This design comes from an exercise in tuning for small area on the open sky130 flow, not from production work.
Function was checked by simulation only, so behaviour that the tests miss may differ from the original.
Power is estimated from default activity; no workload was simulated.

== job 8319 ==
## stick_top
module stick_top #(
	parameter int NUM_CH   = 4,
	parameter int SYNC_BIT = 11
) (
	input  logic                     i_sysclk,
	input  logic                     i_phy_rst_n,
	input  logic                     i_cmd_valid,
	input  logic [31:0]              i_cmd,		 
	input  logic [NUM_CH*12-1:0]     i_adc,
	output logic                     o_msync_n,
	output logic [2:0]               o_hpwon,
	output logic [NUM_CH-1:0]        o_pdwn,
	output logic [NUM_CH-1:0]        o_phase_a,
	output logic [NUM_CH-1:0]        o_phase_b_n,
	output logic [NUM_CH-1:0]        o_phase_c,
	output logic [NUM_CH-1:0]        o_phase_d_n,
	output logic [NUM_CH-1:0]        o_nenz,
	output logic [NUM_CH-1:0]        o_acq_valid,
	output logic [NUM_CH-1:0]        o_acq_cmpl,
	output logic [NUM_CH-1:0]        o_en,
	output logic [NUM_CH-1:0]        o_doffs,
	output logic [NUM_CH-1:0]        o_soffs_n,
	output logic [NUM_CH*20-1:0]     o_acq_word	 
);
	logic [NUM_CH*85-1:0] cfg;		 
	logic                 sync_on;
	logic                 sync_stb;	 
	cmd_regs #(
		.NUM_CH(NUM_CH)
	) u_cmd_regs (
		.i_sysclk    (i_sysclk),
		.i_phy_rst_n (i_phy_rst_n),
  ...
Size: ~2,100 cells after synthesis, about 660 flip-flops, roughly 210 I/O pins, roughly 28,000 µm² of cells after synthesis.
export LEC_CHECK = 0
export CAP_MARGIN = 20
export CORE_MARGIN = 2
export CORE_UTILIZATION = 40
export CTS_BUF_LIST = sky130_fd_sc_hd__clkbuf_8
export CTS_CLUSTER_DIAMETER = 60
export CTS_CLUSTER_SIZE = 16
export SLEW_MARGIN = 20
create_clock -name core_clock -period 6.0 [get_ports {i_sysclk}]
standard.sh (not shown) runs the stock make flow with config.mk's settings and CLKGATE_MAP_FILE= SYNTH_SCRIPT=/design/flow/synth_recipe.tcl, a recipe that flattens the netlist after the stock synthesis.
==> flow/flow/run.sh <==
#!/bin/bash
# The standard layout, with each port buffered by the smallest buffer
# (sky130_fd_sc_hd__buf_1) in place of the delay buffer buffer_ports picks
# on its own. make's full output goes to finish.log in this folder; the tools'
# own logs are under orfs/logs/.
set -euo pipefail
bash standard.sh finish "BUFFER_PORTS_ARGS=-buffer_cell sky130_fd_sc_hd__buf_1" > finish.log 2>&1
## Diff of input files: job 9428 against job 8319
- swapping 16 for 25 in CTS_CLUSTER_SIZE
- clearing CTS_BUF_LIST, which used to be sky130_fd_sc_hd__clkbuf_8
### Flow results
- From job 8319 to job 9428 the numbers moved as follows: final setup slack of the worst path decreased 0.070 ns; first-iteration DRC count now larger.
- On combinational power, job 8319 and job 9428 are basically level.
- Job 8319 → job 9428: post-CTS resize count flat; pre-CTS setup slack roughly the same.
Input-level comparison between job 3213 and job 9428:
- changing CTS_CLUSTER_SIZE from 25 to 18
- setting CTS_BUF_LIST to sky130_fd_sc_hd__clkbuf_8 for the first time
### Flow results
- Job 3213 has completed all stages; timing, DRC and antenna checks passed.
- Job 9428 reached the end of the flow, and the finished layout is clean on the timing, design-rule and antenna checks.
- Summary of job 3213 over job 9428: transition time of the tightest slew-check pin stayed essentially flat, met1 layer wirelength in the final routing fell by 450 µm, synthesis-to-layout area growth fell by 2.0 points.
- Job 3213 vs. job 9428: final worst-path setup slack went up by 0.072 ns.


onyx:
Starting RTL as in the previous note.
==> flow/config.mk <==
export PLATFORM = sky130hd
export DESIGN_NAME = stick_top
export DESIGN_NICKNAME = stick_top
export VERILOG_FILES = /design/flow/design.v
export SDC_FILE = /design/flow/constraint.sdc
export NUM_CORES = 4
export LEC_CHECK = 0
export CAP_MARGIN = 20
export CORE_MARGIN = 2
export CORE_UTILIZATION = 65
export CTS_CLUSTER_DIAMETER = 45
export CTS_CLUSTER_SIZE = 35
export PLACE_DENSITY = 0.75
export SLEW_MARGIN = 20
==> flow/constraint.sdc <==
create_clock -name core_clock -period 6.0 [get_ports {i_sysclk}]
set_input_delay 1.2000 -clock core_clock [delete_from_list [all_inputs] [get_ports {i_sysclk}]]
set_output_delay 1.2000 -clock core_clock [all_outputs]
set_load 0.01 [all_outputs]
Scripts as last shown in full above: flow/flow/run.sh
onyx: all stages complete, timing, DRC and antenna checks passed
diff inputs: onyx => nickel
# onyx
export LEC_CHECK = 0
export CAP_MARGIN = 20
export CORE_MARGIN = 2
export CORE_UTILIZATION = 65
export CTS_CLUSTER_DIAMETER = 45
export CTS_CLUSTER_SIZE = 35
export PLACE_DENSITY = 0.75
export SLEW_MARGIN = 20
create_clock -name core_clock -period 6.0 [get_ports {i_sysclk}]
# nickel
export LEC_CHECK = 0
export CAP_MARGIN = 5
export CORE_MARGIN = 2
export CORE_UTILIZATION = 40
export CTS_BUF_LIST = sky130_fd_sc_hd__clkbuf_8
export CTS_CLUSTER_DIAMETER = 60
export CTS_CLUSTER_SIZE = 16
export SLEW_MARGIN = 5
create_clock -name core_clock -period 6.0 [get_ports {i_sysclk}]
Findings:
- Wire length went up by a few percent going from onyx to nickel.
- Reported for nickel and onyx, synthesized area turned out identical to the last digit.
- Cmp nickel and onyx / first-pass GRT wire length / higher: nickel
- Clock share of power, nickel and onyx, lower one = nickel.
- [compare] base=onyx new=nickel: die area saw an increase; switching share of power has remained practically unchanged.
[inputs] juniper vs nickel
# nickel
export LEC_CHECK = 0
export CAP_MARGIN = 5
export CORE_MARGIN = 2
export CORE_UTILIZATION = 40
export CTS_BUF_LIST = sky130_fd_sc_hd__clkbuf_8
export CTS_CLUSTER_DIAMETER = 60
export CTS_CLUSTER_SIZE = 16
export SLEW_MARGIN = 5
create_clock -name core_clock -period 6.0 [get_ports {i_sysclk}]
# juniper
export LEC_CHECK = 0
export CAP_MARGIN = 20
export CORE_MARGIN = 2
export CORE_UTILIZATION = 65
export CTS_CLUSTER_DIAMETER = 60
export CTS_CLUSTER_SIZE = 25
export PLACE_DENSITY = 0.75
export SLEW_MARGIN = 20
create_clock -name core_clock -period 6.0 [get_ports {i_sysclk}]
==> flow/run.sh (new file) <==
#!/bin/bash
# synth_recipe.tcl (not shown) runs the flow's synth.tcl, then flattens the netlist and writes it again
# the make line also repeats each setting of config.mk as NAME=value (left out here)
make -C /OpenROAD-flow-scripts/flow DESIGN_CONFIG=/design/flow/config.mk WORK_HOME=/design/flow/orfs CLKGATE_MAP_FILE= SYNTH_SCRIPT=/design/flow/synth_recipe.tcl finish
removed: flow/flow/run.sh
removed: flow/standard.sh
## What came out
On number of placement rows: between nickel and juniper, it ends up higher for nickel. met1 layer usage reported by global route, nickel and juniper, lower one = nickel. juniper leaves less setup margin than nickel. Critical path depth sits lower in juniper than in nickel. juniper vs nickel — first-iteration DRC count climbed by more than half.
Input-level comparison between maple and juniper:
# juniper
export LEC_CHECK = 0
export CAP_MARGIN = 20
export CORE_MARGIN = 2
export CORE_UTILIZATION = 65
export CTS_CLUSTER_DIAMETER = 60
export CTS_CLUSTER_SIZE = 25
export PLACE_DENSITY = 0.75
export SLEW_MARGIN = 20
create_clock -name core_clock -period 6.0 [get_ports {i_sysclk}]
# maple
export LEC_CHECK = 0
export CAP_MARGIN = 20
export CORE_MARGIN = 2
export CORE_UTILIZATION = 40
export CTS_CLUSTER_DIAMETER = 60
export CTS_CLUSTER_SIZE = 25
export GPL_ROUTABILITY_DRIVEN = 0
export GPL_TIMING_DRIVEN = 0
export SLEW_MARGIN = 20
create_clock -name core_clock -period 6.0 [get_ports {i_sysclk}]
==> flow/flow/run.sh (new file) <==
#!/bin/bash
# The standard layout, with each port buffered by the smallest buffer
# (sky130_fd_sc_hd__buf_1) in place of the delay buffer buffer_ports picks
# on its own. make's full output goes to finish.log in this folder; the tools'
# own logs are under orfs/logs/.
set -euo pipefail
bash standard.sh finish "BUFFER_PORTS_ARGS=-buffer_cell sky130_fd_sc_hd__buf_1" > finish.log 2>&1
==> flow/standard.sh (new file) <==
#!/bin/bash
# synth_recipe.tcl (not shown) runs the flow's synth.tcl, then flattens the netlist and writes it again
# the make line also repeats each setting of config.mk as NAME=value (left out here)
make -C /OpenROAD-flow-scripts/flow DESIGN_CONFIG=/design/flow/config.mk WORK_HOME=/design/flow/orfs CLKGATE_MAP_FILE= SYNTH_SCRIPT=/design/flow/synth_recipe.tcl "${@:-finish}"
removed: flow/run.sh
[summary]
- Comparing power in the clock group for juniper and maple, the bigger number came from maple.
- maple ended with more first-pass GRT wire length than juniper.
- Depth of the critical timing path with buffers and inverters included | maple above juniper
- Worst setup slack: maple higher than juniper
- juniper has higher post-layout instance area than maple.
- maple vs juniper — number of inserted filler cells in the final layout climbed by more than 100%
- maple against juniper: total CTS buffers has increased, area after synthesis comparable, count of final setup violators flat.
Input-level comparison between sierra and maple:
# maple
export LEC_CHECK = 0
export CAP_MARGIN = 20
export CORE_MARGIN = 2
export CORE_UTILIZATION = 40
export CTS_CLUSTER_DIAMETER = 60
export CTS_CLUSTER_SIZE = 25
export GPL_ROUTABILITY_DRIVEN = 0
export GPL_TIMING_DRIVEN = 0
export SLEW_MARGIN = 20
create_clock -name core_clock -period 6.0 [get_ports {i_sysclk}]
# sierra
export LEC_CHECK = 0
export CAP_MARGIN = 20
export CORE_MARGIN = 2
export CORE_UTILIZATION = 65
export CTS_BUF_LIST = sky130_fd_sc_hd__clkbuf_8
export CTS_CLUSTER_DIAMETER = 50
export CTS_CLUSTER_SIZE = 20
export PLACE_DENSITY = 0.75
export SLEW_MARGIN = 20
create_clock -name core_clock -period 6.0 [get_ports {i_sysclk}]
==> comparison <==
sierra and maple all finish clean.
The maximum number of pins on one net before global-route repair reported for sierra is greater than that of maple by 50.
Against maple, sierra reports a met3 layer usage reported by global route that is higher.
Compared with maple, sierra shows a higher sequential share of layout area.
Placement-stage worst setup slack in sierra vs maple: up 1.09 ns

## what the ideal ports hide
Ports are ideal in the flow. The routed layouts listed here were re-timed in OpenROAD.
Step 1 (the two cells are an assumption about what drives the block):
set clk [get_ports {i_sysclk}]
set_driving_cell -lib_cell sky130_fd_sc_hd__clkbuf_16 $clk
set_driving_cell -lib_cell sky130_fd_sc_hd__buf_2 [delete_from_list [all_inputs] $clk]
Step 2 times the ports against the registers' clock, not the clock port: input delays grow and output delays shrink by t, the midpoint of the rising clock arrivals with the driver on.
Slacks: ideal / step 1 / step 2; pairs: ideal / step 1.
run	shift t [ns]	setup slack, ns	latest minus earliest clock arrival (ns)	worst register clock-pin slew, ns	worst slew at a driven data input, ns
job 8319	0.712	0.330 / 0.357 / -0.355	0.053 / 0.052	0.11 / 0.11	0.07
job 9428	0.652	0.260 / 0.287 / -0.365	0.031 / 0.032	0.10 / 0.10	0.06
job 3213	0.711	0.331 / 0.360 / -0.351	0.062 / 0.062	0.12 / 0.12	0.07
onyx	0.684	0.322 / 0.353 / -0.332	0.032 / 0.031	0.09 / 0.09	0.06
nickel	0.712	0.330 / 0.357 / -0.355	0.053 / 0.052	0.11 / 0.11	0.07
juniper	0.633	0.257 / 0.277 / -0.341	0.033 / 0.034	0.10 / 0.10	0.06
maple	0.649	0.283 / 0.296 / -0.353	0.036 / 0.036	0.10 / 0.10	0.07
sierra	0.708	0.337 / 0.352 / -0.343	0.036 / 0.036	0.12 / 0.12	0.06
With both steps, setup timing fails in every run listed, where it was met with ideal ports.
